What follows belongs to an exercise in optimizing a design on an open flow for small area and a short achievable clock period; a production flow would make more cautious choices.
The RTL was checked by simulation tests, not by an equivalence proof against the original design.
Power figures rest on the tool's default switching activity, not on a simulated workload.

[flow/run.sh]
#!/bin/bash
# The standard layout, with the ports buffered by a plain buf_2 instead
# of the cell buffer_ports picks on its own (every port still gets a buffer).
set -euo pipefail
bash standard.sh "BUFFER_PORTS_ARGS=-buffer_cell sky130_fd_sc_hd__buf_2" finish > standard.log 2>&1
[standard.sh]
#!/bin/bash
# synth_recipe.tcl (not shown) runs the flow's synth.tcl, then flattens the netlist and writes it again
# the make line also repeats each setting of config.mk as NAME=value (left out here)
make -C /OpenROAD-flow-scripts/flow DESIGN_CONFIG=/design/flow/config.mk WORK_HOME=/design/flow/orfs CLKGATE_MAP_FILE= SYNTH_SCRIPT=/design/flow/synth_recipe.tcl "${@:-finish}"
[design.v]
package lc3b_types;
    typedef enum logic [3:0] {
        op_br   = 4'b0000,
        op_add  = 4'b0001,
        op_ldb  = 4'b0010,
        op_stb  = 4'b0011,
        op_jsr  = 4'b0100,
        op_and  = 4'b0101,
        op_ldr  = 4'b0110,
        op_str  = 4'b0111,
        op_rti  = 4'b1000,
        op_not  = 4'b1001,
        op_ldi  = 4'b1010,
        op_sti  = 4'b1011,
        op_jmp  = 4'b1100,
        op_shf  = 4'b1101,
        op_lea  = 4'b1110,
        op_trap = 4'b1111
    } lc3b_opcode;
    typedef enum logic [1:0] {
        x_base = 2'b00,
        x_ext1 = 2'b01,
        x_ext2 = 2'b10,
        x_ext3 = 2'b11
    } lc3b_lc3x;
    typedef enum logic [2:0] {
        alu_add,
        alu_sub,
        alu_mul,
        alu_and,
        alu_or,
        alu_xor,
        alu_not,
        alu_shf  
    } lc3b_aluop;
endpackage
`timescale 1ns/1ps
module control_rom
(
    input  logic [15:0] instr,
    output logic        writes,     
    output logic        k_mul,      
    output logic        k_as,       
    output logic        k_sub,      
    output logic        k_shl,      
    output logic        k_shr,      
    output logic [3:0]  lsel,       
    output logic        use_imm,    
    output logic        use_sr2     
);
    logic [3:0] opcode;
    logic       i5;
    logic [1:0] x43;
    assign opcode = instr[15:12];
    assign i5     = instr[5];
    assign x43    = instr[4:3];
    always_comb
    begin
        writes  = 1'b0;
        k_mul   = 1'b0;
        k_as    = 1'b0;
        k_sub   = 1'b0;
        k_shl   = 1'b0;
        k_shr   = 1'b0;
        lsel    = 4'b0000;
        use_imm = 1'b0;
        use_sr2 = 1'b0;
        case (opcode)
            4'b0001:
            begin
                writes = 1'b1;
                if (i5)
                begin
                    k_as    = 1'b1;
                    use_imm = 1'b1;
                end
                else
                begin
                    use_sr2 = 1'b1;
                    if (x43 == 2'b01)
                        k_mul = 1'b1;
                    else
                    begin
                        k_as  = 1'b1;
                        k_sub = x43[1];
                    end
                end
            end
            4'b0101:
            begin
                if (i5)
                begin
                    writes  = 1'b1;
                    use_imm = 1'b1;
                    lsel    = 4'b0001;
                end
                else
                begin
                    writes  = (x43 != 2'b11);
                    use_sr2 = 1'b1;
                    case (x43)
                        2'b00:   lsel = 4'b0001;
                        2'b01:   lsel = 4'b0010;
                        2'b10:   lsel = 4'b0100;
                        default: lsel = 4'b0000;
                    endcase
                end
            end
            4'b1001:
            begin
                writes = 1'b1;
                lsel   = 4'b1000;
            end
            4'b1101:
            begin
                writes = 1'b1;
                k_shl  = ~instr[4];
                k_shr  = instr[4];
            end
            default: ;
        endcase
    end
endmodule
`timescale 1ns/1ps
module decode_stage
(
    input  logic                    clk,
    input  logic                    arst_n,
    input  logic                    instr_valid,
    input  logic [16-1:0]   instr,
    input  logic                    flush,
    input  logic [16-1:0]   rd_data1,
    input  logic [16-1:0]   rd_data2,
    input  logic [16-1:0]   res_p,
    input  logic [16-1:0]   res_c,
    output logic                    d_valid,
    output logic [3-1:0]  d_dest,
    output logic [16-1:0]   d_opa,
    output logic [16-1:0]   d_opb,
    output logic                    d_mb,
    output logic                    d_as,
    output logic                    d_sub,
    output logic                    d_shr,
    output logic [4:0]              d_sh,
    output logic [3:0]              d_lsel
);
    logic                   writes;
    logic                   k_mul, k_as, k_sub, k_shl, k_shr, use_imm, use_sr2;
    logic [3:0]             lsel;
    logic [3-1:0] sr1, sr2;
    logic [16-1:0]  va, vb, opb, na, nb;
    logic                   fwd_a, fwd_b;
    control_rom u_rom
    (
        .instr   (instr),
        .writes  (writes),
        .k_mul   (k_mul),
        .k_as    (k_as),
        .k_sub   (k_sub),
        .k_shl   (k_shl),
        .k_shr   (k_shr),
        .lsel    (lsel),
        .use_imm (use_imm),
        .use_sr2 (use_sr2)
    );
    assign sr1 = instr[8:6];
    assign sr2 = instr[2:0];
    assign va = rd_data1;
    assign vb = rd_data2;
    assign fwd_a = d_valid && d_dest == sr1;
    assign fwd_b = use_sr2 && d_valid && d_dest == sr2;
    assign opb = use_imm ? {{(16-5){instr[4]}}, instr[4:0]} :
                 use_sr2 ? vb :
                           (16'(1) << instr[3:0]);
    always_comb
        for (int i = 0; i < 16; i++)
        begin
            na[i] = res_c[i] ? (fwd_a ? ~res_p[i] : va[i])  : (fwd_a ? res_p[i] : va[i]);
            nb[i] = res_c[i] ? (fwd_b ? ~res_p[i] : opb[i]) : (fwd_b ? res_p[i] : opb[i]);
        end
    always_ff @(posedge clk or negedge arst_n)
    begin
        if (!arst_n)
            d_valid <= 1'b0;
        else
            d_valid <= instr_valid & ~flush & writes;
    end
    always_ff @(posedge clk)
    begin
        d_dest  <= instr[11:9];
        d_opa   <= na;
        d_opb   <= nb;
        d_mb    <= k_mul | k_shl;
        d_as    <= k_as;
        d_sub   <= k_sub;
        d_shr   <= k_shr;
        d_sh    <= {instr[5], instr[3:0]} & {5{k_shr}};
        d_lsel  <= lsel;
    end
endmodule
`timescale 1ns/1ps
module mul_tree
(
    input  logic [15:0] x,
    input  logic [7:0]  one,
    input  logic [7:0]  two,
    input  logic [7:0]  neg,
    input  logic        cin0,
    input  logic [15:0] r,
    output logic [15:0] sa,
    output logic [15:0] sb
);
    wire pp0_0 = ((x[0] & one[0]) | (1'b0 & two[0])) ^ neg[0];
    wire pp0_1 = ((x[1] & one[0]) | (x[0] & two[0])) ^ neg[0];
    wire pp0_2 = ((x[2] & one[0]) | (x[1] & two[0])) ^ neg[0];
    wire pp0_3 = ((x[3] & one[0]) | (x[2] & two[0])) ^ neg[0];
    wire pp0_4 = ((x[4] & one[0]) | (x[3] & two[0])) ^ neg[0];
    wire pp0_5 = ((x[5] & one[0]) | (x[4] & two[0])) ^ neg[0];
    wire pp0_6 = ((x[6] & one[0]) | (x[5] & two[0])) ^ neg[0];
    wire pp0_7 = ((x[7] & one[0]) | (x[6] & two[0])) ^ neg[0];
    wire pp0_8 = ((x[8] & one[0]) | (x[7] & two[0])) ^ neg[0];
    wire pp0_9 = ((x[9] & one[0]) | (x[8] & two[0])) ^ neg[0];
    wire pp0_10 = ((x[10] & one[0]) | (x[9] & two[0])) ^ neg[0];
    wire pp0_11 = ((x[11] & one[0]) | (x[10] & two[0])) ^ neg[0];
    wire pp0_12 = ((x[12] & one[0]) | (x[11] & two[0])) ^ neg[0];
    wire pp0_13 = ((x[13] & one[0]) | (x[12] & two[0])) ^ neg[0];
    wire pp0_14 = ((x[14] & one[0]) | (x[13] & two[0])) ^ neg[0];
    wire pp0_15 = ((x[15] & one[0]) | (x[14] & two[0])) ^ neg[0];
    wire pp1_0 = ((x[0] & one[1]) | (1'b0 & two[1]) | r[2]) ^ neg[1];
    wire pp1_1 = ((x[1] & one[1]) | (x[0] & two[1]) | r[3]) ^ neg[1];
    wire pp1_2 = ((x[2] & one[1]) | (x[1] & two[1]) | r[4]) ^ neg[1];
    wire pp1_3 = ((x[3] & one[1]) | (x[2] & two[1]) | r[5]) ^ neg[1];
    wire pp1_4 = ((x[4] & one[1]) | (x[3] & two[1]) | r[6]) ^ neg[1];
    wire pp1_5 = ((x[5] & one[1]) | (x[4] & two[1]) | r[7]) ^ neg[1];
    wire pp1_6 = ((x[6] & one[1]) | (x[5] & two[1]) | r[8]) ^ neg[1];
    wire pp1_7 = ((x[7] & one[1]) | (x[6] & two[1]) | r[9]) ^ neg[1];
    wire pp1_8 = ((x[8] & one[1]) | (x[7] & two[1]) | r[10]) ^ neg[1];
    wire pp1_9 = ((x[9] & one[1]) | (x[8] & two[1]) | r[11]) ^ neg[1];
    wire pp1_10 = ((x[10] & one[1]) | (x[9] & two[1]) | r[12]) ^ neg[1];
    wire pp1_11 = ((x[11] & one[1]) | (x[10] & two[1]) | r[13]) ^ neg[1];
    wire pp1_12 = ((x[12] & one[1]) | (x[11] & two[1]) | r[14]) ^ neg[1];
    wire pp1_13 = ((x[13] & one[1]) | (x[12] & two[1]) | r[15]) ^ neg[1];
    wire pp2_0 = ((x[0] & one[2]) | (1'b0 & two[2])) ^ neg[2];
    wire pp2_1 = ((x[1] & one[2]) | (x[0] & two[2])) ^ neg[2];
    wire pp2_2 = ((x[2] & one[2]) | (x[1] & two[2])) ^ neg[2];
    wire pp2_3 = ((x[3] & one[2]) | (x[2] & two[2])) ^ neg[2];
    wire pp2_4 = ((x[4] & one[2]) | (x[3] & two[2])) ^ neg[2];
    wire pp2_5 = ((x[5] & one[2]) | (x[4] & two[2])) ^ neg[2];
    wire pp2_6 = ((x[6] & one[2]) | (x[5] & two[2])) ^ neg[2];
    wire pp2_7 = ((x[7] & one[2]) | (x[6] & two[2])) ^ neg[2];
    wire pp2_8 = ((x[8] & one[2]) | (x[7] & two[2])) ^ neg[2];
    wire pp2_9 = ((x[9] & one[2]) | (x[8] & two[2])) ^ neg[2];
    wire pp2_10 = ((x[10] & one[2]) | (x[9] & two[2])) ^ neg[2];
    wire pp2_11 = ((x[11] & one[2]) | (x[10] & two[2])) ^ neg[2];
    wire pp3_0 = ((x[0] & one[3]) | (1'b0 & two[3])) ^ neg[3];
    wire pp3_1 = ((x[1] & one[3]) | (x[0] & two[3])) ^ neg[3];
    wire pp3_2 = ((x[2] & one[3]) | (x[1] & two[3])) ^ neg[3];
    wire pp3_3 = ((x[3] & one[3]) | (x[2] & two[3])) ^ neg[3];
    wire pp3_4 = ((x[4] & one[3]) | (x[3] & two[3])) ^ neg[3];
    wire pp3_5 = ((x[5] & one[3]) | (x[4] & two[3])) ^ neg[3];
    wire pp3_6 = ((x[6] & one[3]) | (x[5] & two[3])) ^ neg[3];
    wire pp3_7 = ((x[7] & one[3]) | (x[6] & two[3])) ^ neg[3];
    wire pp3_8 = ((x[8] & one[3]) | (x[7] & two[3])) ^ neg[3];
    wire pp3_9 = ((x[9] & one[3]) | (x[8] & two[3])) ^ neg[3];
    wire pp4_0 = ((x[0] & one[4]) | (1'b0 & two[4])) ^ neg[4];
    wire pp4_1 = ((x[1] & one[4]) | (x[0] & two[4])) ^ neg[4];
    wire pp4_2 = ((x[2] & one[4]) | (x[1] & two[4])) ^ neg[4];
    wire pp4_3 = ((x[3] & one[4]) | (x[2] & two[4])) ^ neg[4];
    wire pp4_4 = ((x[4] & one[4]) | (x[3] & two[4])) ^ neg[4];
    wire pp4_5 = ((x[5] & one[4]) | (x[4] & two[4])) ^ neg[4];
    wire pp4_6 = ((x[6] & one[4]) | (x[5] & two[4])) ^ neg[4];
    wire pp4_7 = ((x[7] & one[4]) | (x[6] & two[4])) ^ neg[4];
    wire pp5_0 = ((x[0] & one[5]) | (1'b0 & two[5])) ^ neg[5];
    wire pp5_1 = ((x[1] & one[5]) | (x[0] & two[5])) ^ neg[5];
    wire pp5_2 = ((x[2] & one[5]) | (x[1] & two[5])) ^ neg[5];
    wire pp5_3 = ((x[3] & one[5]) | (x[2] & two[5])) ^ neg[5];
    wire pp5_4 = ((x[4] & one[5]) | (x[3] & two[5])) ^ neg[5];
    wire pp5_5 = ((x[5] & one[5]) | (x[4] & two[5])) ^ neg[5];
    wire pp6_0 = ((x[0] & one[6]) | (1'b0 & two[6])) ^ neg[6];
    wire pp6_1 = ((x[1] & one[6]) | (x[0] & two[6])) ^ neg[6];
    wire pp6_2 = ((x[2] & one[6]) | (x[1] & two[6])) ^ neg[6];
    wire pp6_3 = ((x[3] & one[6]) | (x[2] & two[6])) ^ neg[6];
    wire r7b0 = ((x[1] & one[7]) | (x[0] & two[7])) ^ neg[7];
    wire pp7_0 = x[0] & one[7];
    wire pp7_1 = r7b0 ^ (neg[7] & ~pp7_0);
    wire h0_10_0 = neg[5] ^ pp0_10;
    wire k0_10_0 = neg[5] & pp0_10;
    wire h0_11_1 = pp0_11 ^ pp2_7;
    wire k0_11_1 = pp0_11 & pp2_7;
    wire s0_12_0 = neg[6] ^ pp0_12 ^ pp2_8;
    wire c0_12_0 = (neg[6] & pp0_12) | (neg[6] & pp2_8) | (pp0_12 & pp2_8);
    wire h0_12_2 = pp3_6 ^ pp4_4;
    wire k0_12_2 = pp3_6 & pp4_4;
    wire s0_13_1 = pp0_13 ^ pp2_9 ^ pp3_7;
    wire c0_13_1 = (pp0_13 & pp2_9) | (pp0_13 & pp3_7) | (pp2_9 & pp3_7);
    wire h0_13_3 = pp4_5 ^ pp5_3;
    wire k0_13_3 = pp4_5 & pp5_3;
    wire s0_14_2 = pp0_14 ^ pp2_10 ^ pp3_8;
    wire c0_14_2 = (pp0_14 & pp2_10) | (pp0_14 & pp3_8) | (pp2_10 & pp3_8);
    wire s0_14_3 = pp4_6 ^ pp5_4 ^ pp6_2;
    wire c0_14_3 = (pp4_6 & pp5_4) | (pp4_6 & pp6_2) | (pp5_4 & pp6_2);
    wire s0_15_4 = pp0_15 ^ pp2_11 ^ pp3_9;
    wire s0_15_5 = pp4_7 ^ pp5_5 ^ pp6_3;
    wire h1_6_4 = pp0_6 ? ~neg[3] : neg[3];
    wire k1_6_4 = neg[3] & pp0_6;
    wire h1_7_5 = pp2_3 ? ~pp0_7 : pp0_7;
    wire k1_7_5 = pp0_7 & pp2_3;
    wire ts1_8_6 = neg[4] ^ pp0_8;
    wire s1_8_6 = pp2_4 ? ~ts1_8_6 : ts1_8_6;
    wire c1_8_6 = ts1_8_6 ? pp2_4 : neg[4];
    wire h1_8_6 = pp4_0 ? ~pp3_2 : pp3_2;
    wire k1_8_6 = pp3_2 & pp4_0;
    wire ts1_9_7 = pp0_9 ^ pp2_5;
    wire s1_9_7 = pp3_3 ? ~ts1_9_7 : ts1_9_7;
    wire c1_9_7 = ts1_9_7 ? pp3_3 : pp0_9;
    wire h1_9_7 = pp1_7 ? ~pp4_1 : pp4_1;
    wire k1_9_7 = pp4_1 & pp1_7;
    wire ts1_10_8 = pp2_6 ^ pp3_4;
    wire s1_10_8 = pp4_2 ? ~ts1_10_8 : ts1_10_8;
    wire c1_10_8 = ts1_10_8 ? pp4_2 : pp2_6;
    wire ts1_10_9 = pp5_0 ^ h0_10_0;
    wire s1_10_9 = pp1_8 ? ~ts1_10_9 : ts1_10_9;
    wire c1_10_9 = ts1_10_9 ? pp1_8 : pp5_0;
    wire ts1_11_10 = pp3_5 ^ pp4_3;
    wire s1_11_10 = pp5_1 ? ~ts1_11_10 : ts1_11_10;
    wire c1_11_10 = ts1_11_10 ? pp5_1 : pp3_5;
    wire ts1_11_11 = k0_10_0 ^ h0_11_1;
    wire s1_11_11 = pp1_9 ? ~ts1_11_11 : ts1_11_11;
    wire c1_11_11 = ts1_11_11 ? pp1_9 : k0_10_0;
    wire ts1_12_12 = pp5_2 ^ pp6_0;
    wire s1_12_12 = k0_11_1 ? ~ts1_12_12 : ts1_12_12;
    wire c1_12_12 = ts1_12_12 ? k0_11_1 : pp5_2;
    wire ts1_12_13 = h0_12_2 ^ s0_12_0;
    wire s1_12_13 = pp1_10 ? ~ts1_12_13 : ts1_12_13;
    wire c1_12_13 = ts1_12_13 ? pp1_10 : h0_12_2;
    wire ts1_13_14 = pp6_1 ^ k0_12_2;
    wire s1_13_14 = h0_13_3 ? ~ts1_13_14 : ts1_13_14;
    wire c1_13_14 = ts1_13_14 ? h0_13_3 : pp6_1;
    wire ts1_13_15 = c0_12_0 ^ s0_13_1;
    wire s1_13_15 = pp1_11 ? ~ts1_13_15 : ts1_13_15;
    wire c1_13_15 = ts1_13_15 ? pp1_11 : c0_12_0;
    wire ts1_14_16 = pp7_0 ^ k0_13_3;
    wire s1_14_16 = c0_13_1 ? ~ts1_14_16 : ts1_14_16;
    wire c1_14_16 = ts1_14_16 ? c0_13_1 : pp7_0;
    wire ts1_14_17 = s0_14_2 ^ s0_14_3;
    wire s1_14_17 = pp1_12 ? ~ts1_14_17 : ts1_14_17;
    wire c1_14_17 = ts1_14_17 ? pp1_12 : s0_14_2;
    wire ts1_15_18 = pp7_1 ^ c0_14_2;
    wire s1_15_18 = c0_14_3 ? ~ts1_15_18 : ts1_15_18;
    wire ts1_15_19 = s0_15_4 ^ s0_15_5;
    wire s1_15_19 = pp1_13 ? ~ts1_15_19 : ts1_15_19;
    wire h2_4_8 = pp0_4 ? ~neg[2] : neg[2];
    wire k2_4_8 = neg[2] & pp0_4;
    wire h2_5_9 = pp2_1 ? ~pp0_5 : pp0_5;
    wire k2_5_9 = pp0_5 & pp2_1;
    wire ts2_6_20 = pp2_2 ^ pp3_0;
    wire s2_6_20 = h1_6_4 ? ~ts2_6_20 : ts2_6_20;
    wire c2_6_20 = ts2_6_20 ? h1_6_4 : pp2_2;
    wire ts2_7_21 = pp3_1 ^ k1_6_4;
    wire s2_7_21 = h1_7_5 ? ~ts2_7_21 : ts2_7_21;
    wire c2_7_21 = ts2_7_21 ? h1_7_5 : pp3_1;
    wire ts2_8_22 = k1_7_5 ^ h1_8_6;
    wire s2_8_22 = s1_8_6 ? ~ts2_8_22 : ts2_8_22;
    wire c2_8_22 = ts2_8_22 ? s1_8_6 : k1_7_5;
    wire ts2_9_23 = k1_8_6 ^ c1_8_6;
    wire s2_9_23 = s1_9_7 ? ~ts2_9_23 : ts2_9_23;
    wire c2_9_23 = ts2_9_23 ? s1_9_7 : k1_8_6;
    wire ts2_10_24 = c1_9_7 ^ s1_10_8;
    wire s2_10_24 = k1_9_7 ? ~ts2_10_24 : ts2_10_24;
    wire c2_10_24 = ts2_10_24 ? k1_9_7 : c1_9_7;
    wire ts2_11_25 = c1_10_8 ^ s1_11_10;
    wire s2_11_25 = c1_10_9 ? ~ts2_11_25 : ts2_11_25;
    wire c2_11_25 = ts2_11_25 ? c1_10_9 : c1_10_8;
    wire ts2_12_26 = c1_11_10 ^ s1_12_12;
    wire s2_12_26 = c1_11_11 ? ~ts2_12_26 : ts2_12_26;
    wire c2_12_26 = ts2_12_26 ? c1_11_11 : c1_11_10;
    wire ts2_13_27 = c1_12_12 ^ s1_13_14;
    wire s2_13_27 = c1_12_13 ? ~ts2_13_27 : ts2_13_27;
    wire c2_13_27 = ts2_13_27 ? c1_12_13 : c1_12_12;
    wire ts2_14_28 = c1_13_14 ^ c1_13_15;
    wire s2_14_28 = s1_14_16 ? ~ts2_14_28 : ts2_14_28;
    wire c2_14_28 = ts2_14_28 ? s1_14_16 : c1_13_14;
    wire ts2_15_29 = c1_14_16 ^ c1_14_17;
    wire s2_15_29 = s1_15_18 ? ~ts2_15_29 : ts2_15_29;
    wire h3_0_10 = pp0_0 ? ~cin0 : cin0;
    wire k3_0_10 = cin0 & pp0_0;
    wire h3_1_11 = r[1] ? ~pp0_1 : pp0_1;
    wire k3_1_11 = pp0_1 & r[1];
    wire ts3_2_30 = neg[1] ^ pp0_2;
    wire s3_2_30 = pp1_0 ? ~ts3_2_30 : ts3_2_30;
    wire c3_2_30 = ts3_2_30 ? pp1_0 : neg[1];
    wire h3_3_12 = pp1_1 ? ~pp0_3 : pp0_3;
    wire k3_3_12 = pp0_3 & pp1_1;
    wire ts3_4_31 = pp2_0 ^ h2_4_8;
    wire s3_4_31 = pp1_2 ? ~ts3_4_31 : ts3_4_31;
    wire c3_4_31 = ts3_4_31 ? pp1_2 : pp2_0;
    wire ts3_5_32 = k2_4_8 ^ h2_5_9;
    wire s3_5_32 = pp1_3 ? ~ts3_5_32 : ts3_5_32;
    wire c3_5_32 = ts3_5_32 ? pp1_3 : k2_4_8;
    wire ts3_6_33 = k2_5_9 ^ pp1_4;
    wire s3_6_33 = s2_6_20 ? ~ts3_6_33 : ts3_6_33;
    wire c3_6_33 = ts3_6_33 ? s2_6_20 : k2_5_9;
    wire ts3_7_34 = pp1_5 ^ c2_6_20;
    wire s3_7_34 = s2_7_21 ? ~ts3_7_34 : ts3_7_34;
    wire c3_7_34 = ts3_7_34 ? s2_7_21 : pp1_5;
    wire ts3_8_35 = pp1_6 ^ c2_7_21;
    wire s3_8_35 = s2_8_22 ? ~ts3_8_35 : ts3_8_35;
    wire c3_8_35 = ts3_8_35 ? s2_8_22 : pp1_6;
    wire ts3_9_36 = h1_9_7 ^ c2_8_22;
    wire s3_9_36 = s2_9_23 ? ~ts3_9_36 : ts3_9_36;
    wire c3_9_36 = ts3_9_36 ? s2_9_23 : h1_9_7;
    wire ts3_10_37 = c2_9_23 ^ s1_10_9;
    wire s3_10_37 = s2_10_24 ? ~ts3_10_37 : ts3_10_37;
    wire c3_10_37 = ts3_10_37 ? s2_10_24 : c2_9_23;
    wire ts3_11_38 = s1_11_11 ^ c2_10_24;
    wire s3_11_38 = s2_11_25 ? ~ts3_11_38 : ts3_11_38;
    wire c3_11_38 = ts3_11_38 ? s2_11_25 : s1_11_11;
    wire ts3_12_39 = s1_12_13 ^ c2_11_25;
    wire s3_12_39 = s2_12_26 ? ~ts3_12_39 : ts3_12_39;
    wire c3_12_39 = ts3_12_39 ? s2_12_26 : s1_12_13;
    wire ts3_13_40 = s1_13_15 ^ c2_12_26;
    wire s3_13_40 = s2_13_27 ? ~ts3_13_40 : ts3_13_40;
    wire c3_13_40 = ts3_13_40 ? s2_13_27 : s1_13_15;
    wire ts3_14_41 = s1_14_17 ^ c2_13_27;
    wire s3_14_41 = s2_14_28 ? ~ts3_14_41 : ts3_14_41;
    wire c3_14_41 = ts3_14_41 ? s2_14_28 : s1_14_17;
    wire ts3_15_42 = s1_15_19 ^ c2_14_28;
    wire s3_15_42 = s2_15_29 ? ~ts3_15_42 : ts3_15_42;
    assign sa[0] = h3_0_10;
    assign sb[0] = r[0];
    assign sa[1] = k3_0_10;
    assign sb[1] = h3_1_11;
    assign sa[2] = k3_1_11;
    assign sb[2] = s3_2_30;
    assign sa[3] = c3_2_30;
    assign sb[3] = h3_3_12;
    assign sa[4] = k3_3_12;
    assign sb[4] = s3_4_31;
    assign sa[5] = c3_4_31;
    assign sb[5] = s3_5_32;
    assign sa[6] = c3_5_32;
    assign sb[6] = s3_6_33;
    assign sa[7] = c3_6_33;
    assign sb[7] = s3_7_34;
    assign sa[8] = c3_7_34;
    assign sb[8] = s3_8_35;
    assign sa[9] = c3_8_35;
    assign sb[9] = s3_9_36;
    assign sa[10] = c3_9_36;
    assign sb[10] = s3_10_37;
    assign sa[11] = c3_10_37;
    assign sb[11] = s3_11_38;
    assign sa[12] = c3_11_38;
    assign sb[12] = s3_12_39;
    assign sa[13] = c3_12_39;
    assign sb[13] = s3_13_40;
    assign sa[14] = c3_13_40;
    assign sb[14] = s3_14_41;
    assign sa[15] = c3_14_41;
    assign sb[15] = s3_15_42;
endmodule
module cpa16
(
    input  logic [15:0] a,
    input  logic [15:0] b,
    output logic [15:0] p,
    output logic [15:0] c
);
    logic [15:0] g;
    always_comb
        for (int i = 0; i < 16; i++)
        begin
            p[i] = b[i] ? ~a[i] : a[i];
            g[i] = a[i] & b[i];
        end
    wire G0_1 = g[1] | (p[1] & g[0]);
    wire P0_1 = p[1] & p[0];
    wire G0_3 = g[3] | (p[3] & g[2]);
    wire P0_3 = p[3] & p[2];
    wire G0_5 = g[5] | (p[5] & g[4]);
    wire P0_5 = p[5] & p[4];
    wire G0_7 = g[7] | (p[7] & g[6]);
    wire P0_7 = p[7] & p[6];
    wire G0_9 = g[9] | (p[9] & g[8]);
    wire P0_9 = p[9] & p[8];
    wire G0_11 = g[11] | (p[11] & g[10]);
    wire P0_11 = p[11] & p[10];
    wire G0_13 = g[13] | (p[13] & g[12]);
    wire P0_13 = p[13] & p[12];
    wire G0_15 = g[15] | (p[15] & g[14]);
    wire P0_15 = p[15] & p[14];
    wire G1_2 = g[2] | (p[2] & G0_1);
    wire P1_2 = p[2] & P0_1;
    wire G1_3 = G0_3 | (P0_3 & G0_1);
    wire P1_3 = P0_3 & P0_1;
    wire G1_6 = g[6] | (p[6] & G0_5);
    wire P1_6 = p[6] & P0_5;
    wire G1_7 = G0_7 | (P0_7 & G0_5);
    wire P1_7 = P0_7 & P0_5;
    wire G1_10 = g[10] | (p[10] & G0_9);
    wire P1_10 = p[10] & P0_9;
    wire G1_11 = G0_11 | (P0_11 & G0_9);
    wire P1_11 = P0_11 & P0_9;
    wire G1_14 = g[14] | (p[14] & G0_13);
    wire P1_14 = p[14] & P0_13;
    wire G1_15 = G0_15 | (P0_15 & G0_13);
    wire P1_15 = P0_15 & P0_13;
    wire G2_4 = g[4] | (p[4] & G1_3);
    wire P2_4 = p[4] & P1_3;
    wire G2_5 = G0_5 | (P0_5 & G1_3);
    wire P2_5 = P0_5 & P1_3;
    wire G2_6 = G1_6 | (P1_6 & G1_3);
    wire P2_6 = P1_6 & P1_3;
    wire G2_7 = G1_7 | (P1_7 & G1_3);
    wire P2_7 = P1_7 & P1_3;
    wire G2_12 = g[12] | (p[12] & G1_11);
    wire P2_12 = p[12] & P1_11;
    wire G2_13 = G0_13 | (P0_13 & G1_11);
    wire P2_13 = P0_13 & P1_11;
    wire G2_14 = G1_14 | (P1_14 & G1_11);
    wire P2_14 = P1_14 & P1_11;
    wire G2_15 = G1_15 | (P1_15 & G1_11);
    wire P2_15 = P1_15 & P1_11;
    wire G3_8 = g[8] | (p[8] & G2_7);
    wire P3_8 = p[8] & P2_7;
    wire G3_9 = G0_9 | (P0_9 & G2_7);
    wire P3_9 = P0_9 & P2_7;
    wire G3_10 = G1_10 | (P1_10 & G2_7);
    wire P3_10 = P1_10 & P2_7;
    wire G3_11 = G1_11 | (P1_11 & G2_7);
    wire P3_11 = P1_11 & P2_7;
    wire G3_12 = G2_12 | (P2_12 & G2_7);
    wire P3_12 = P2_12 & P2_7;
    wire G3_13 = G2_13 | (P2_13 & G2_7);
    wire P3_13 = P2_13 & P2_7;
    wire G3_14 = G2_14 | (P2_14 & G2_7);
    wire P3_14 = P2_14 & P2_7;
    wire G3_15 = G2_15 | (P2_15 & G2_7);
    wire P3_15 = P2_15 & P2_7;
    assign c[0] = 1'b0;
    assign c[1] = g[0];
    assign c[2] = G0_1;
    assign c[3] = G1_2;
    assign c[4] = G1_3;
    assign c[5] = G2_4;
    assign c[6] = G2_5;
    assign c[7] = G2_6;
    assign c[8] = G2_7;
    assign c[9] = G3_8;
    assign c[10] = G3_9;
    assign c[11] = G3_10;
    assign c[12] = G3_11;
    assign c[13] = G3_12;
    assign c[14] = G3_13;
    assign c[15] = G3_14;
endmodule
module execute_stage
(
    input  logic                    clk,
    input  logic                    arst_n,
    input  logic                    d_valid,
    input  logic [3-1:0]  d_dest,
    input  logic [16-1:0]   d_opa,
    input  logic [16-1:0]   d_opb,
    input  logic                    d_mb,
    input  logic                    d_as,
    input  logic                    d_sub,
    input  logic                    d_shr,
    input  logic [4:0]              d_sh,
    input  logic [3:0]              d_lsel,
    output logic [16-1:0]   res_p,
    output logic [16-1:0]   res_c,
    output logic [16-1:0]   alu_out,
    output logic                    wb_valid,
    output logic [3-1:0]  wb_dest,
    output logic [16-1:0]   wb_data
);
    logic [15:0] a, b;
    logic [7:0]  one, two, neg;
    logic [16:0] yb;
    logic [15:0] r, sa, sb, p, logic_out, shr_out;
    logic [31:0] shr_ext;
    logic        cin0;
    assign a = d_opa;
    assign b = d_opb;
    assign yb = {b, 1'b0};
    always_comb
    begin
        for (int j = 0; j < 8; j++)
        begin
            one[j] = d_mb & (yb[2*j+1] ^ yb[2*j]);
            two[j] = d_mb & ((yb[2*j+2] & ~yb[2*j+1] & ~yb[2*j]) |
                              (~yb[2*j+2] & yb[2*j+1] & yb[2*j]));
            neg[j] = d_mb & yb[2*j+2];
        end
        one[0] = (d_mb & b[0]) | d_as;
    end
    assign logic_out = ({16{d_lsel[0]}} & a & b) |
                       ({16{d_lsel[1]}} & (a | b)) |
                       ({16{d_lsel[2]}} & (a ^ b)) |
                       ({16{d_lsel[3]}} & ~a);
    assign shr_ext = {{16{d_sh[4] & a[15]}}, a} >> d_sh[3:0];
    assign shr_out = shr_ext[15:0];
    assign r    = {16{d_as}} & (b ^ {16{d_sub}});
    assign cin0 = neg[0] | d_sub;
    mul_tree u_tree
    (
        .x    (a),
        .one  (one),
        .two  (two),
        .neg  (neg),
        .cin0 (cin0),
        .r    (r),
        .sa   (sa),
        .sb   (sb)
    );
    cpa16 u_cpa
    (
        .a (sa),
        .b (sb),
        .p (p),
        .c (res_c)
    );
    assign res_p   = p | logic_out | ({16{d_shr}} & shr_out);
    assign alu_out = res_p ^ res_c;
    always_ff @(posedge clk or negedge arst_n)
    begin
        if (!arst_n)
            wb_valid <= 1'b0;
        else
            wb_valid <= d_valid;
    end
    always_ff @(posedge clk)
    begin
        wb_dest <= d_dest;
        wb_data <= alu_out;
    end
endmodule
`timescale 1ns/1ps
module result_stage
(
    input  logic                    clk,
    input  logic                    arst_n,
    input  logic [3-1:0]  rd_addr1,
    input  logic [3-1:0]  rd_addr2,
    input  logic                    we,
    input  logic [3-1:0]  waddr,
    input  logic [16-1:0]   wdata,
    input  logic                    wb_valid,
    input  logic [16-1:0]   wb_data,
    output logic [16-1:0]   rd_data1,
    output logic [16-1:0]   rd_data2,
    output logic [2:0]              cc
);
    logic [16-1:0] regs [8];
    logic [8-1:0] written;
    logic [2:0]            nzp;
    always_comb
    begin
        rd_data1 = '0;
        rd_data2 = '0;
        for (int i = 0; i < 8; i++)
        begin
            rd_data1 = rd_data1 | (regs[i] & {16{written[i] && rd_addr1 == i}});
            rd_data2 = rd_data2 | (regs[i] & {16{written[i] && rd_addr2 == i}});
        end
    end
    assign nzp = wb_data[16-1] ? 3'b100 :
                 (wb_data == '0)       ? 3'b010 :
                                         3'b001;
    always_ff @(posedge clk)
    begin
        for (int i = 0; i < 8; i++)
            if (we && waddr == i)
                regs[i] <= wdata;
    end
    always_ff @(posedge clk or negedge arst_n)
    begin
        if (!arst_n)
        begin
            written <= '0;
            cc      <= 3'b010;  
        end
        else
        begin
            if (we)
                written[waddr] <= 1'b1;
            if (wb_valid)
                cc <= nzp;
        end
    end
endmodule
`timescale 1ns/1ps
module lc3b_alu_pipe
(
    input  logic                    clk,
    input  logic                    arst_n,
    input  logic                    instr_valid,
    input  logic [16-1:0]   instr,
    input  logic                    flush,
    output logic                    wb_valid,
    output logic [3-1:0]  wb_dest,
    output logic [16-1:0]   wb_data,
    output logic [2:0]              cc
);
    logic                   d_valid;
    logic [3-1:0] d_dest;
    logic [16-1:0]  d_opa;
    logic [16-1:0]  d_opb;
    logic                   d_mb;
    logic                   d_as;
    logic                   d_sub;
    logic                   d_shr;
    logic [4:0]             d_sh;
    logic [3:0]             d_lsel;
    logic [16-1:0]  alu_out;
    logic [16-1:0]  res_p;
    logic [16-1:0]  res_c;
    logic [16-1:0]  rd_data1;
    logic [16-1:0]  rd_data2;
    decode_stage u_decode
    (
        .clk         (clk),
        .arst_n      (arst_n),
        .instr_valid (instr_valid),
        .instr       (instr),
        .flush       (flush),
        .rd_data1    (rd_data1),
        .rd_data2    (rd_data2),
        .res_p       (res_p),
        .res_c       (res_c),
        .d_valid     (d_valid),
        .d_dest      (d_dest),
        .d_opa       (d_opa),
        .d_opb       (d_opb),
        .d_mb        (d_mb),
        .d_as        (d_as),
        .d_sub       (d_sub),
        .d_shr       (d_shr),
        .d_sh        (d_sh),
        .d_lsel      (d_lsel)
    );
    execute_stage u_execute
    (
        .clk      (clk),
        .arst_n   (arst_n),
        .d_valid  (d_valid),
        .d_dest   (d_dest),
        .d_opa    (d_opa),
        .d_opb    (d_opb),
        .d_mb     (d_mb),
        .d_as     (d_as),
        .d_sub    (d_sub),
        .d_shr    (d_shr),
        .d_sh     (d_sh),
        .d_lsel   (d_lsel),
        .res_p    (res_p),
        .res_c    (res_c),
        .alu_out  (alu_out),
        .wb_valid (wb_valid),
        .wb_dest  (wb_dest),
        .wb_data  (wb_data)
    );
    result_stage u_result
    (
        .clk      (clk),
        .arst_n   (arst_n),
        .rd_addr1 (instr[8:6]),
        .rd_addr2 (instr[2:0]),
        .we       (d_valid),
        .waddr    (d_dest),
        .wdata    (alu_out),
        .wb_valid (wb_valid),
        .wb_data  (wb_data),
        .rd_data1 (rd_data1),
        .rd_data2 (rd_data2),
        .cc       (cc)
    );
endmodule
[config.mk]
export PLATFORM = sky130hd
export DESIGN_NAME = lc3b_alu_pipe
export DESIGN_NICKNAME = lc3b_alu_pipe
export VERILOG_FILES = /design/flow/design.v
export SDC_FILE = /design/flow/constraint.sdc
export NUM_CORES = 4
export LEC_CHECK = 0
export CAP_MARGIN = 20
export CORE_MARGIN = 2
export CORE_UTILIZATION = 55
export CTS_CLUSTER_DIAMETER = 80
export CTS_CLUSTER_SIZE = 24
export PLACE_DENSITY = 0.68
export SETUP_SLACK_MARGIN = 2.5
export SLEW_MARGIN = 20
[constraint.sdc]
create_clock -name core_clock -period 7.0 [get_ports {clk}]
set_input_delay 1.4000 -clock core_clock [delete_from_list [all_inputs] [get_ports {clk}]]
set_output_delay 1.4000 -clock core_clock [all_outputs]
set_load 0.01 [all_outputs]
==> metrics.cfg, run 1 <==
[run_status]
outcome=no timing/DRC/antenna violations

[timing]
finalWorstSetupSlack_ns=2.642
slew_violations=0
setup_violations=0
timing.hold.ws_ns=0.5060
clock_skew_ns=0.01580
timing.fmax_ghz=0.2295
period_needed_ns=4.358
slew_headroom_pct=26.70
hold_viol=0
timing.setup.tns_ns=0
rsz0062_at_grt=true
tightestPinTransition_ns=1.099
fin_crit_sh_pct=62.26

[logic_synthesis]
syn_inst=1470
synth_cell_types=74
synth_seq_cells=208
yosys-top-cells-area=edfxtp_1 (28%), dfxtp_1 (9.8%), a22oi_1 (5.9%)
synth_ff_type=edfxtp_1
yosysWarnings=6
ys_async_sr_fraction_pct=6.250
synth_top_area_share_pct=27.95
syn-num-nets=1544
synth.avg_cell_area_sq_um=9.354
synth_edf_count=128
synth_seq_area_share_pct=40.08
synth_top_area_cell=edfxtp_1
syn_area_sq_um=13750

[floorplanning]
core-area_sq_um=24460
dieWidth_microns=162.1
start_util_pct=56.21
die_h_microns=162.1
rows=57
ios=43
dieArea_sq_um=26280

[placement]
dp_slack_ns=1.538
routabilityCongestion=0.9612
postPlaceCellArea_sq_um=13980
hpwl_mm=30.17
io_buffers=42

[worst_hold_path]
hold_class=reg2reg

[cells_and_area]
area_growth_pct=8.016
finalNetCount=1510
fill_cells=2093
multiInputGateArea_sq_um=7660
design_area_sq_um=14850
n_antenna_cell=0
regArea_sq_um=5547
drive_above_1_share_pct=12.34

[clocking]
clk_latency_ns=0.47
cts-buffers-inserted=12
root_buffer=clkbuf_16
ctsHoldBuffers=0
h-tree-depth=1
cts_tree=done
cts.clk_slew.worst_paths_ns=0.10
clock_path_buffers=3
cts_sinks=208

[global_route]
antenna_found_initial=0
first_global_vias=11070
track_usage_pct=32.81
grt_max_degree=33
gr-total-overflow=0
grt_pass1_wl_mm=66.01

[setup_path]
required_ns=7.21
crit_path_start_kind=register
cp.arrival_ns=4.56
critPathKind=reg2reg
worstPathMaxFanout=12
cp-end-kind=register

[power]
peakVddDrop_mv=0.2552
power_density_nw_per_um2=180.0
p_leak_nw=5.606

[detailed_routing]
finalWirelength_mm=44.43
first_pass_iters=6
drt_iter0_drc=1591
ant_nets=0
drt_drc_violations_left=0
vias=11970
wl_per_cell_microns=25.16
detail_route.vias_per_cell=6.780

[job]
cap_viol_max_count=0

## placed cells by master (no fill, tap or decap), types with 5 or more instances in the layout
cell	instances
clkbuf_1	5
dfxtp_4	7
o21ai_0	84
dfxtp_1	53
xnor2_1	76
a221oi_1	45
a211oi_1	7
maj3_1	18
dfxtp_2	7
nand2b_1	11
maj3_2	5
a22oi_1	108
a211o_1	5
edfxtp_1	128
a21oi_1	101
nor3_1	12
dfrtp_1	12
nand3b_1	6
buf_4	35
nand3_1	32
clkbuf_16	14
o21bai_1	7
xor2_1	50
o211ai_1	11
a222oi_1	21
nor2_1	85
buf_2	42
a31oi_1	5
ha_1	49
a21o_1	13
and2_1	26
a22o_1	21
inv_1	64
nand2_1	92
nand4_1	12
mux2i_1	22
o2111ai_1	5
and3_1	17
## flip-flops by register name, indices dropped and copies added, names as in the netlist, 3 cells and up
signal             flops
u_decode.d_dest        3
u_decode.d_lsel        4
u_decode.d_opa        16
u_decode.d_opb        16
u_decode.d_sh          5
u_execute.wb_data     16
u_execute.wb_dest      3
u_result.cc            3
u_result.regs        128
u_result.written       8
## cell families after synthesis
kind of cell	count (synthesis)	share of synthesized area [%]
and+or+nand+nor	340	12.12
AOI/OAI and AO/OA	477	23.87
muxes	30	2.584
adders and majority gates	77	6.852
buffers and inverters	204	5.796
DFF	208	40.08
xor gates and xnor gates	134	8.699
## area by class of cell
type                    instances  share of cell area (%)
multi-input cells            1058                   51.57
flip-flops and latches        208                   37.34
repair buffers                 82                   3.858
well taps                     324                   2.729
clock buffers                  18                   2.317
inverters                      73                   1.971
clock inverters                 2                  0.1769
repair inverters                1                 0.03370
## path summary, 6_finish.rpt
path	startpoint	to	slack (ns)	cells past startpoint
max in group asynchronous	arst_n	u_result.cc[1]	5.90	1
setup / recovery	u_decode.d_opb[10]	u_result.regs[7][13]	2.64	16
min in group asynchronous	arst_n	u_decode.d_valid	0.80	1
setup reg to reg	u_decode.d_opb[10]	u_result.regs[7][13]	2.64	16
hold / removal	u_decode.d_dest[1]	u_execute.wb_dest[1]	0.51	0
hold reg to reg	u_decode.d_dest[1]	u_execute.wb_dest[1]	0.51	0
## cell usage after synthesis, drive strengths merged (5+ instances only)
cell type    n
edfxtp     128
a22oi      108
clkbuf     108
a21oi      106
nand2       94
nor2        91
o21ai       87
xnor2       80
inv         71
dfxtp       67
xor2        53
ha          50
a221oi      48
nand3       33
and2        28
buf         23
maj3        23
mux2i       22
a222oi      21
a22o        21
and3        17
a21o        14
nor3        14
dfrtp       12
nand4       12
nand2b      11
o211ai      11
a211oi       7
o21bai       7
nand3b       6
o2111ai      6
a211o        5
a31oi        5
or2          5
## metrics by stage
step           instances  power [mW]  utilization, %
5_1_grt             1766       2.767           60.72
3_3_place_gp        1719       1.897           57.16
4_1_cts             1745       2.647           59.42
6_report            1766       2.673           60.72
3_5_place_dp        1719       1.904           57.16
2_1_floorplan       1470       1.734               -
## timing repair
item                                    in CTS  in global routing
gates resized for setup                     45                 37
setup buffers                                6                 19
pin swaps                                    4                 14
endpoints found under the setup margin     103                 59
cloned                                       0                  2
## critical path: stages, from the launching register on
cell,delay [ns]
dfxtp_1,0.61
xor2_1,0.19
and2_1,0.23
a222oi_1,0.36
nor2_1,0.08
ha_1,0.32
xor2_1,0.18
xnor2_1,0.26
xor2_1,0.22
xnor2_1,0.20
xor2_1,0.21
xnor2_1,0.14
ha_2,0.34
nor2_1,0.17
nand3_2,0.15
xor2_2,0.29
inv_2,0.12
## per-layer routing
| metal | GRT usage [%] | up-vias | share of wire (%) |
|---|---|---|---|
| met5 | 0 | - | 0 |
| met4 | 13.19 | 0 | 4.7 |
| met3 | 3.754 | 125 | 9.3 |
| met2 | 55.30 | 677 | 47 |
| met1 | 43.33 | 5754 | 39 |
| li1 | - | 5418 | - |
## power breakdown
part	leakage [nW]	total (mW)	internal (mW)	switching, mW
clock network	0.183	0.747	0.366	0.382
logic	3.51	0.489	0.176	0.313
registers	1.91	1.44	1.35	0.0846
total	5.61	2.67	1.89	0.780
==> inputs of run 2 (changes only) <==
==> flow/run.sh (replaced) <==
#!/bin/bash
# The standard layout, with the ports buffered by a plain buf_1 instead
# of the cell buffer_ports picks on its own (every port still gets a buffer).
set -euo pipefail
bash standard.sh "BUFFER_PORTS_ARGS=-buffer_cell sky130_fd_sc_hd__buf_1" finish > standard.log 2>&1
==> run 2 against run 1 <==
Clock skew barely moved. Clock power fell by 2%. Fmax fell by 1.4%. Sequential power barely moved. Combinational power rose by 1%. Final area rose by 0.90%. Power fell by 0.54%. Via count rose by 0.77%. Flip-flop and latch count did not move. Highest routed layer unchanged. Critical path depth rose by 3. Worst hold slack got worse by 0.021 ns. Largest power group unchanged. Still clean on timing, DRC and antenna. Setup slack got worse by 0.064 ns.
==> metrics.cfg, run 2 <==
[setup_path]
cp-end-kind=register
cp.arrival_ns=4.65
path_cells=or3b_1, a21oi_4, buf_4, a222oi_1, xnor2_1, nand2_1, a21oi_1, xor2_1, xnor2_1, nand2_1, nor2b_1, xnor2_1, ha_1, a21oi_4, o21ai_1, xor2_1, buf_4, buf_4, inv_2
ff2ff_path_depth=19
critPathKind=reg2reg
required_ns=7.23
worstPathMaxFanout=8
crit_start=u_decode.d_opb[3]
r2r-start=u_decode.d_opb[3]
max_stage_delay_ns=0.45
crit_path_start_kind=register
cp_slowest_cell=dfxtp_4

[detailed_routing]
drt_drc_violations_left=0
vias=12070
drt_iter0_drc=1659
first_pass_iters=6
finalWirelength_mm=44.65
detail_route.vias_per_cell=6.790
wl_per_cell_microns=25.13
ant_nets=0

[logic_synthesis]
synth_most_common_cell=edfxtp_1
synth_seq_cells=208
synth_top_area_share_pct=27.95
syn_area_sq_um=13750
synth.avg_cell_area_sq_um=9.354
synth_cell_types=74
synth_ff_type=edfxtp_1
synth_edf_count=128
synth_commonest_cells=edfxtp_1 (128), a22oi_1 (108), clkbuf_1 (107), a21oi_1 (106), nand2_1 (94)
synth_seq_area_share_pct=40.08
syn_inst=1470
yosysWarnings=6
synth_top_area_cell=edfxtp_1
ys_async_sr_fraction_pct=6.250
yosys-top-cells-area=edfxtp_1 (28%), dfxtp_1 (9.8%), a22oi_1 (5.9%)
syn-num-nets=1544

[cells_and_area]
top_register=u_result.regs
largest_register_ffs=128
finalNetCount=1521
drive_above_1_share_pct=11.22
final_common_cell=edfxtp_1
multiInputGateArea_sq_um=7780
mostFrequentLayoutCells=edfxtp_1 (128), a22oi_1 (108), a21oi_1 (102)
area_growth_pct=8.990
regArea_sq_um=5548
n_antenna_cell=0
fill_cells=2104

[floorplanning]
core-area_sq_um=24460
dieArea_sq_um=26280
die_h_microns=162.1
start_util_pct=56.21
ios=43
rows=57
dieWidth_microns=162.1

[job]
cap_viol_max_count=0

[worst_hold_path]
whs_path_depth=0
hold_class=reg2reg
holdCritStartpoint=u_decode.d_dest[1]

[clocking]
cts-buffers-inserted=12
cts_sinks=208
clock_path_buffers=3
cts.clk_slew.worst_paths_ns=0.10
root_buffer=clkbuf_16
cts_tree=done
h-tree-depth=1
clk_latency_ns=0.48
ctsHoldBuffers=0

[timing]
timing.fmax_ghz=0.2262
period_needed_ns=4.422
fin_crit_sh_pct=63.17
slew_violations=0
tightestPinTransition_ns=1.125
rsz0062_at_grt=true
slew_headroom_pct=25.00
clock_skew_ns=0.01593
setup_violations=0
hold_viol=0
timing.setup.tns_ns=0
finalWorstSetupSlack_ns=2.578

[placement]
dp_slack_ns=1.607
io_buffers=42
routabilityCongestion=0.9713
hpwl_mm=30.11

[global_route]
antenna_found_initial=0
grt_max_degree=34
first_global_vias=10960
gr-total-overflow=0
grt_pass1_wl_mm=65.56
track_usage_pct=32.72

[power]
p_leak_nw=5.568
peakVddDrop_mv=0.2572
power_density_nw_per_um2=177.4

[run_status]
outcome=no timing/DRC/antenna violations

-- run 2: cell counts after synthesis --
Identical to the previous run, type by type.
-- run 2: where the power goes --
group          total, mW  internal (mW)  switching, mW
combinational      0.494          0.175          0.319
clock              0.732          0.347          0.385
sequential          1.43           1.35         0.0804
total               2.66           1.87          0.785
-- run 2: critical path, delay by kind of cell (launching register included) --
family	cells	cell delay, ns
adders and majority gates	1	0.37
AOI/OAI and AO/OA	5	1.01
buffers and inverters	4	0.52
and+or+nand+nor	4	0.74
xor gates and xnor gates	5	1.08
DFF	1	0.45
-- run 2: path summary, 6_finish.rpt --
check                                        to  slack [ns]
max reg2reg                u_result.regs[4][15]        2.58
max in group asynchronous   u_result.written[6]        5.56
min reg2reg                u_execute.wb_dest[1]        0.49
min                        u_execute.wb_dest[1]        0.49
min in group asynchronous   u_result.written[7]        0.96
max                        u_result.regs[4][15]        2.58
-- run 2: final cells by class --
class	count	share of cell area (%)
clock buffer	18	2.296
clock inverter	2	0.08349
timing repair inverter	1	0.05009
inverter	73	1.995
sequential	208	37.02
multi-input combinational	1058	51.91
tap	324	2.705
timing repair buffer	93	3.941
-- run 2: repair_timing --
| action | CTS | global route |
|---|---|---|
| setup endpoints to repair | 95 | 59 |
| gates resized for setup | 43 | 63 |
| buffers inserted | 9 | 24 |
| cloned | 0 | 2 |
| pin swaps | 2 | 15 |
-- run 2: routing by layer --
metal	vias to the layer above	track usage, %	share of wire [%]
met5	-	0	0
met4	0	15.65	5.6
met3	143	3.447	8.2
met2	679	53.66	47
met1	5830	43.69	40
li1	5414	-	-
-- run 2: cells by family after synthesis --
| family | Yosys count | share of synthesized area, % |
|---|---|---|
| AO/OA/AOI/OAI | 477 | 23.87 |
| adder cells (fa/ha/maj) | 77 | 6.852 |
| buffers and inverters | 204 | 5.796 |
| XOR/XNOR | 134 | 8.699 |
| flip-flops | 208 | 40.08 |
| multiplexers | 30 | 2.584 |
| AND/OR/NAND/NOR | 340 | 12.12 |
-- run 2: metrics by stage --
step           hold WS, ns  utilization (%)  instances  instance area, sq um  total power [mW]
2_1_floorplan       0.3540                -       1470                 13750             1.734
3_3_place_gp        0.4802            57.08       1722                 13960             1.895
3_5_place_dp        0.4720            57.08       1722                 13960             1.901
4_1_cts             0.4837            59.33       1751                 14510             2.618
5_1_grt             0.5171            61.27       1777                 14990             2.743
6_report            0.4851            61.27       1777                 14990             2.658
==> inputs of run 3 (changes only) <==
==> flow/run.sh (replaced) <==
#!/bin/bash
# The standard layout, with the ports buffered by a plain buf_2 instead
# of the cell buffer_ports picks on its own (every port still gets a buffer),
# and gate sizing free to pick cells of another footprint.
set -euo pipefail
bash standard.sh "BUFFER_PORTS_ARGS=-buffer_cell sky130_fd_sc_hd__buf_2" MATCH_CELL_FOOTPRINT=0 finish > standard.log 2>&1
==> run 3 against run 2 <==
Still clean on timing, DRC and antenna. Combinational power is 0.8% lower. First-iteration DRC count up 5.4%. Global-route usage rose by 0.14 points. Clock skew increased by 0.0018 ns. Non-clock buffer count fell by 8. Flip-flop and latch count unchanged. Fmax rose by 2.0%. Synthesized cell count is the same. Core utilization shrank 0.60 points. Largest cell class unchanged. Largest power group unchanged. Highest routed layer unchanged.
==> metrics.cfg, run 3 <==
[floorplanning]
core-area_sq_um=24460
rows=57
ios=43
die_h_microns=162.1
dieArea_sq_um=26280
start_util_pct=56.21
dieWidth_microns=162.1

[clocking]
ctsHoldBuffers=0
cts-buffers-inserted=12
h-tree-depth=1
cts_sinks=208
clock_path_buffers=3
cts_tree=done
clk_latency_ns=0.48
root_buffer=clkbuf_16
cts.clk_slew.worst_paths_ns=0.10

[global_route]
track_usage_pct=32.86
gr-total-overflow=0
grt_max_degree=33
antenna_found_initial=0
grt_pass1_wl_mm=66.05
first_global_vias=11090

[timing]
timing.fmax_ghz=0.2306
hold_viol=0
slew_headroom_pct=26.78
period_needed_ns=4.336
setup_violations=0
tightestPinTransition_ns=1.098
rsz0062_at_grt=true
timing.setup.tns_ns=0
fin_crit_sh_pct=61.95
slew_violations=0
clock_skew_ns=0.01778

[cells_and_area]
fill_cells=2098
mostFrequentLayoutCells=edfxtp_1 (128), a22oi_1 (108), a21oi_1 (102)
finalNetCount=1512
top_register=u_result.regs
largest_register_ffs=128
area_growth_pct=7.926
final_common_cell=edfxtp_1
postLayoutCoreUtil_pct=60.67
n_antenna_cell=0
drive_above_1_share_pct=12.26

[logic_synthesis]
synth_top_area_cell=edfxtp_1
synth_seq_area_share_pct=40.08
syn-num-nets=1544
yosys-top-cells-area=edfxtp_1 (28%), dfxtp_1 (9.8%), a22oi_1 (5.9%)
synth.avg_cell_area_sq_um=9.354
syn_inst=1470
synth_cell_types=74
ys_async_sr_fraction_pct=6.250
synth_most_common_cell=edfxtp_1
yosysWarnings=6
synth_ff_type=edfxtp_1
synth_edf_count=128
synth_top_area_share_pct=27.95
syn_area_sq_um=13750
synth_commonest_cells=edfxtp_1 (128), a22oi_1 (108), clkbuf_1 (107), a21oi_1 (106), nand2_1 (94)
synth_seq_cells=208

[run_status]
outcome=no timing/DRC/antenna violations

[job]
cap_viol_max_count=0

[power]
peakVddDrop_mv=0.2549
p_leak_nw=5.606
p_total_mw=2.677
power_density_nw_per_um2=180.4

[detailed_routing]
first_pass_iters=7
drt_iter0_drc=1748
drt_drc_violations_left=0
wl_per_cell_microns=25.27
vias=12040
ant_nets=0
detail_route.vias_per_cell=6.808
finalWirelength_mm=44.68

[worst_hold_path]
hold_class=reg2reg

[setup_path]
cp-end-kind=register
cp.arrival_ns=4.55
worstPathMaxFanout=13
crit_path_start_kind=register
required_ns=7.21
critPathKind=reg2reg

[placement]
routabilityCongestion=0.9612
io_buffers=42
hpwl_mm=30.17

[run 3: cell counts after synthesis]
No cell type changed its count.
[run 3: where the power goes]
group,internal [mW],leakage [nW],total (mW),switching [mW]
logic,0.177,3.51,0.490,0.314
registers,1.35,1.91,1.44,0.0840
clock network,0.366,0.183,0.752,0.386
[run 3: cell families (layout without fill, tap and decap cells)]
logic type                 after synthesis  in the layout  synth area share (%)
buffers and inverters                  204            178                 5.796
DFF                                    208            208                 40.08
adders and majority gates               77             77                 6.852
xor gates and xnor gates               134            134                 8.699
and+or+nand+nor                        340            340                 12.12
AOI/OAI and AO/OA                      477            477                 23.87
muxes                                   30             30                 2.584
[run 3: path summary, 6_finish.rpt]
path                               startpoint              endpoint  slack (ns)  cells after the start
min in group asynchronous              arst_n      u_decode.d_valid        0.80                      1
setup / recovery            u_decode.d_opa[3]  u_result.regs[7][13]        2.66                     18
max in group asynchronous              arst_n        u_result.cc[1]        5.91                      1
hold / removal             u_decode.d_dest[1]  u_execute.wb_dest[1]        0.50                      0
hold reg to reg            u_decode.d_dest[1]  u_execute.wb_dest[1]        0.50                      0
setup reg to reg            u_decode.d_opa[3]  u_result.regs[7][13]        2.66                     18
[run 3: layout make-up]
| cell class | instances | area (sq um) | area share [%] |
|---|---|---|---|
| inverter | 73 | 294.0 | 1.981 |
| sequential | 208 | 5547 | 37.37 |
| clock inverter | 2 | 26.28 | 0.1771 |
| tap | 324 | 405.4 | 2.732 |
| multi-input combinational | 1058 | 7644 | 51.50 |
| timing repair buffer | 85 | 580.6 | 3.912 |
| clock buffer | 18 | 344.1 | 2.319 |
[run 3: critical path, stage by stage (launching register included)]
cell and delay, ns:
dfxtp_4 0.40, buf_12 0.17, clkinvlp_4 0.15, o21ai_0 0.17, o221ai_1 0.12, a222oi_1 0.36, nor2_1 0.08, ha_1 0.32
xor2_1 0.18, xnor2_1 0.26, xor2_1 0.22, xnor2_1 0.20, xor2_1 0.21, xnor2_1 0.14, ha_2 0.34, nor2_1 0.17
nand3_2 0.14, xor2_2 0.29, inv_2 0.12
[run 3: metrics by stage]
stage,worst slack [ns],hold WS (ns),instance area (sq um),instances
floorplan,2.563,0.3540,13750,1470
global placement,1.643,0.4739,13980,1719
detailed placement,1.538,0.4798,13980,1719
CTS,2.490,0.4983,14580,1750
global route,2.464,0.5137,14840,1768
finish,2.664,0.5017,14840,1768
[run 3: repair_timing]
action | CTS | global route
setup endpoints to repair | 103 | 58
endpoints found under the hold margin | 0 | 0
resized for setup | 46 | 33
pin swaps | 4 | 13
setup buffers | 11 | 17
gates cloned | 0 | 1
[run 3: routing by layer]
layer | GRT usage [%] | vias up | routed length (microns)
li1 | - | 5413 | -
met1 | 43.66 | 5821 | 17650
met2 | 55.73 | 698 | 21250
met3 | 3.498 | 105 | 4046
met4 | 12.31 | 0 | 1729
met5 | 0 | - | 0
==> inputs of run 4 (changes only) <==
--- a/config.mk
+++ b/config.mk
@@ -11,5 +11,5 @@
 export CTS_CLUSTER_DIAMETER = 80
 export CTS_CLUSTER_SIZE = 24
 export PLACE_DENSITY = 0.68
-export SETUP_SLACK_MARGIN = 2.5
+export SETUP_SLACK_MARGIN = 2.65
 export SLEW_MARGIN = 20
==> run 4 against run 3 <==
Count of clock-buffer cells in the layout is the same. Power shrank 0.53%. Critical path type unchanged. Synthesized cell count is the same. Synthesized area unchanged. Sequential share of layout area decreased by 0.41 points. Routed wire length rose by 0.17%. Clock power down 3.2%.
==> metrics.cfg, run 4 <==
[setup_path]
r2r_end=u_result.regs[7][13]
r2r_slack_ns=2.73
r2r-start=u_decode.d_as
ff2ff_path_depth=17
crit_path_start_kind=register
critPathKind=reg2reg
cp.arrival_ns=4.48
cp-end-kind=register
worstPathMaxFanout=20
required_ns=7.20

[logic_synthesis]
synth_top_area_share_pct=27.95
synthAdderAreaFrac_pct=6.852
synth_commonest_cells=edfxtp_1 (128), a22oi_1 (108), clkbuf_1 (107), a21oi_1 (106), nand2_1 (94)
synth-xor-area-share_pct=8.699
synth_seq_cells=208
synth_cell_types=74
synth.avg_cell_area_sq_um=9.354
syn_inst=1470
synth_ff_type=edfxtp_1
synth_seq_area_share_pct=40.08
yosysWarnings=6
syn-num-nets=1544
synth.area.mux_share_pct=2.584
synth_top_area_cell=edfxtp_1
synth_edf_count=128
yosys-top-cells-area=edfxtp_1 (28%), dfxtp_1 (9.8%), a22oi_1 (5.9%)
yosys.area_share.simple_pct=12.12
ys_async_sr_fraction_pct=6.250
synth_compound_area_share_pct=23.87
syn_area_sq_um=13750
synth_top_family_by_area=compound AO/OA/AOI/OAI gates
synth_most_common_cell=edfxtp_1

[job]
cap_viol_max_count=0

[placement]
io_buffers=42
dp_cells=1721
hpwl_mm=29.89
routabilityCongestion=0.9386

[cells_and_area]
postLayoutCoreUtil_pct=61.30
top_register=u_result.regs
mostFrequentLayoutCells=edfxtp_1 (128), a22oi_1 (108), a21oi_1 (99)
largest_register_ffs=128
finalNetCount=1522
regArea_sq_um=5543
fill_cells=2064
area_growth_pct=9.053
n_antenna_cell=0
finalNonFillerCells=1778
drive_above_1_share_pct=13.76
multiInputGateArea_sq_um=7734
final_common_cell=edfxtp_1

[power]
peakVddDrop_mv=0.2580
p_total_mw=2.663
p_leak_nw=5.685
power_density_nw_per_um2=177.6

[timing]
rsz0062_at_grt=false
tightestPinTransition_ns=1.134
period_needed_ns=4.274
slew_violations=0
hold_viol=0
timing.setup.tns_ns=0
timing.fmax_ghz=0.2340
slew_headroom_pct=24.39
clock_skew_ns=0.01779
fin_crit_sh_pct=61.06
setup_violations=0

[clocking]
root_buffer=clkbuf_16
cts_sinks=208
cts_tree=done
clock_path_buffers=3
clk_latency_ns=0.48
cts.clk_slew.worst_paths_ns=0.10
cts-buffers-inserted=12
h-tree-depth=1

[detailed_routing]
finalWirelength_mm=44.76
wl_per_cell_microns=25.17
first_pass_iters=8
drt_drc_violations_left=0
detail_route.vias_per_cell=6.767
ant_nets=0
vias=12030
drt_iter0_drc=1757

[floorplanning]
start_util_pct=56.21
ios=43
core-area_sq_um=24460
die_h_microns=162.1
dieWidth_microns=162.1
rows=57
dieArea_sq_um=26280

[global_route]
grt_max_degree=33
grt_pass1_wl_mm=65.87
antenna_found_initial=0
gr-total-overflow=0
first_global_vias=10840
track_usage_pct=32.88

[worst_hold_path]
hold_class=reg2reg
min_to=u_execute.wb_dest[1]
holdCritStartpoint=u_decode.d_dest[1]
whs_path_depth=0

[run_status]
outcome=no timing/DRC/antenna violations

-- run 4: logic make-up (layout without fill, tap and decap cells) --
family / after synthesis / after routing
buf+inv: 204 / 187
mux: 30 / 30
flops: 208 / 208
fa+ha+maj: 77 / 77
simple gates: 340 / 341
xor+xnor: 134 / 134
compound gates: 477 / 477
-- run 4: worst max path at each step --
stage,from,end,depth (start not counted)
floorplan,u_decode.d_opa[2],u_result.regs[0][15],19
global placement,u_decode.d_opb[1],u_result.regs[5][15],15
detailed placement,u_decode.d_opb[1],u_result.regs[4][15],15
CTS,u_decode.d_opa[3],u_result.regs[5][13],18
global route,u_decode.d_opa[3],u_result.regs[7][13],18
finish,u_decode.d_as,u_result.regs[7][13],17
-- run 4: final cells by class --
cell class	instances	area share, %
flip-flops and latches	208	36.96
clock buffers	18	2.295
well taps	324	2.703
multi-input cells	1059	51.57
repair buffers	94	4.347
inverters	73	2.036
clock inverters	2	0.08344
-- run 4: layer usage --
metal / wire length [microns] / track usage, % / vias to the layer above
met4: 2260 / 15.49 / 0
met1: 17540 / 43.01 / 5741
met3: 4233 / 5.286 / 145
met2: 20720 / 53.68 / 710
li1: - / - / 5436
met5: 0 / 0 / -
-- run 4: stage by stage --
| stage | cell area [sq um] | hold WS (ns) | setup WS, ns |
|---|---|---|---|
| 2_1_floorplan | 13750 | 0.3540 | 2.682 |
| 3_5_place_dp | 14000 | 0.4752 | 1.708 |
| 3_3_place_gp | 14000 | 0.4788 | 1.870 |
| 4_1_cts | 14640 | 0.4892 | 2.678 |
| 5_1_grt | 15000 | 0.5042 | 2.601 |
| 6_report | 15000 | 0.4944 | 2.726 |
-- run 4: timing repair --
item	CTS	global route
hold buffers	0	0
pin swaps	5	13
buffers inserted	13	22
endpoints found under the setup margin	110	58
cloned	0	2
resized for setup	60	34
-- run 4: worst max-delay path, cell delays in order, from the launching register on --
cell and delay (ns):
dfxtp_1 0.31, buf_4 0.20, a21o_4 0.27, a221oi_2 0.33
a21oi_1 0.12, maj3_1 0.46, xor2_2 0.19, xnor2_2 0.23
xnor2_1 0.17, xnor2_1 0.16, ha_1 0.31, a21o_1 0.20
a211oi_2 0.23, a21oi_2 0.10, a21oi_2 0.19, buf_4 0.17
xor2_4 0.23, inv_2 0.12
-- run 4: where the power goes --
part           switching, mW  total [mW]  leakage (nW)  internal (mW)
clock network          0.381       0.728         0.176          0.347
logic                  0.316       0.499          3.60          0.183
registers             0.0842        1.44          1.91           1.35

[separate check: timing with driven ports]
The results above use ideal ports. As a check the final layouts listed here were re-extracted and re-timed, cells and wires unchanged. Step 1 (the two cells are an assumption about what drives the block):
set clk [get_ports {clk}]
set_driving_cell -lib_cell sky130_fd_sc_hd__clkbuf_16 $clk
set_driving_cell -lib_cell sky130_fd_sc_hd__buf_2 [delete_from_list [all_inputs] $clk]
Step 2, shift: input delay + t, output delay - t, t = (earliest + latest rising clock arrival at the registers) / 2. This alone moves slack from input paths to output paths. Three values: no drivers, after step 1, after step 2; two values: the first two.
run | t (ns) | setup slack, ns | hold WS [ns] | clock arrival spread, ns | slew at the worst register clock pin (ns)
run 1 | 0.509 | 2.642 / 2.642 / 2.642 | 0.506 / 0.506 / 0.506 | 0.016 / 0.016 | 0.10 / 0.10
run 2 | 0.514 | 2.578 / 2.578 / 2.578 | 0.485 / 0.485 / 0.485 | 0.016 / 0.016 | 0.10 / 0.10
run 3 | 0.511 | 2.664 / 2.664 / 2.664 | 0.502 / 0.502 / 0.502 | 0.017 / 0.018 | 0.10 / 0.10
run 4 | 0.514 | 2.726 / 2.726 / 2.726 | 0.494 / 0.494 / 0.494 | 0.018 / 0.018 | 0.10 / 0.10
After both steps every run listed still meets setup and hold.
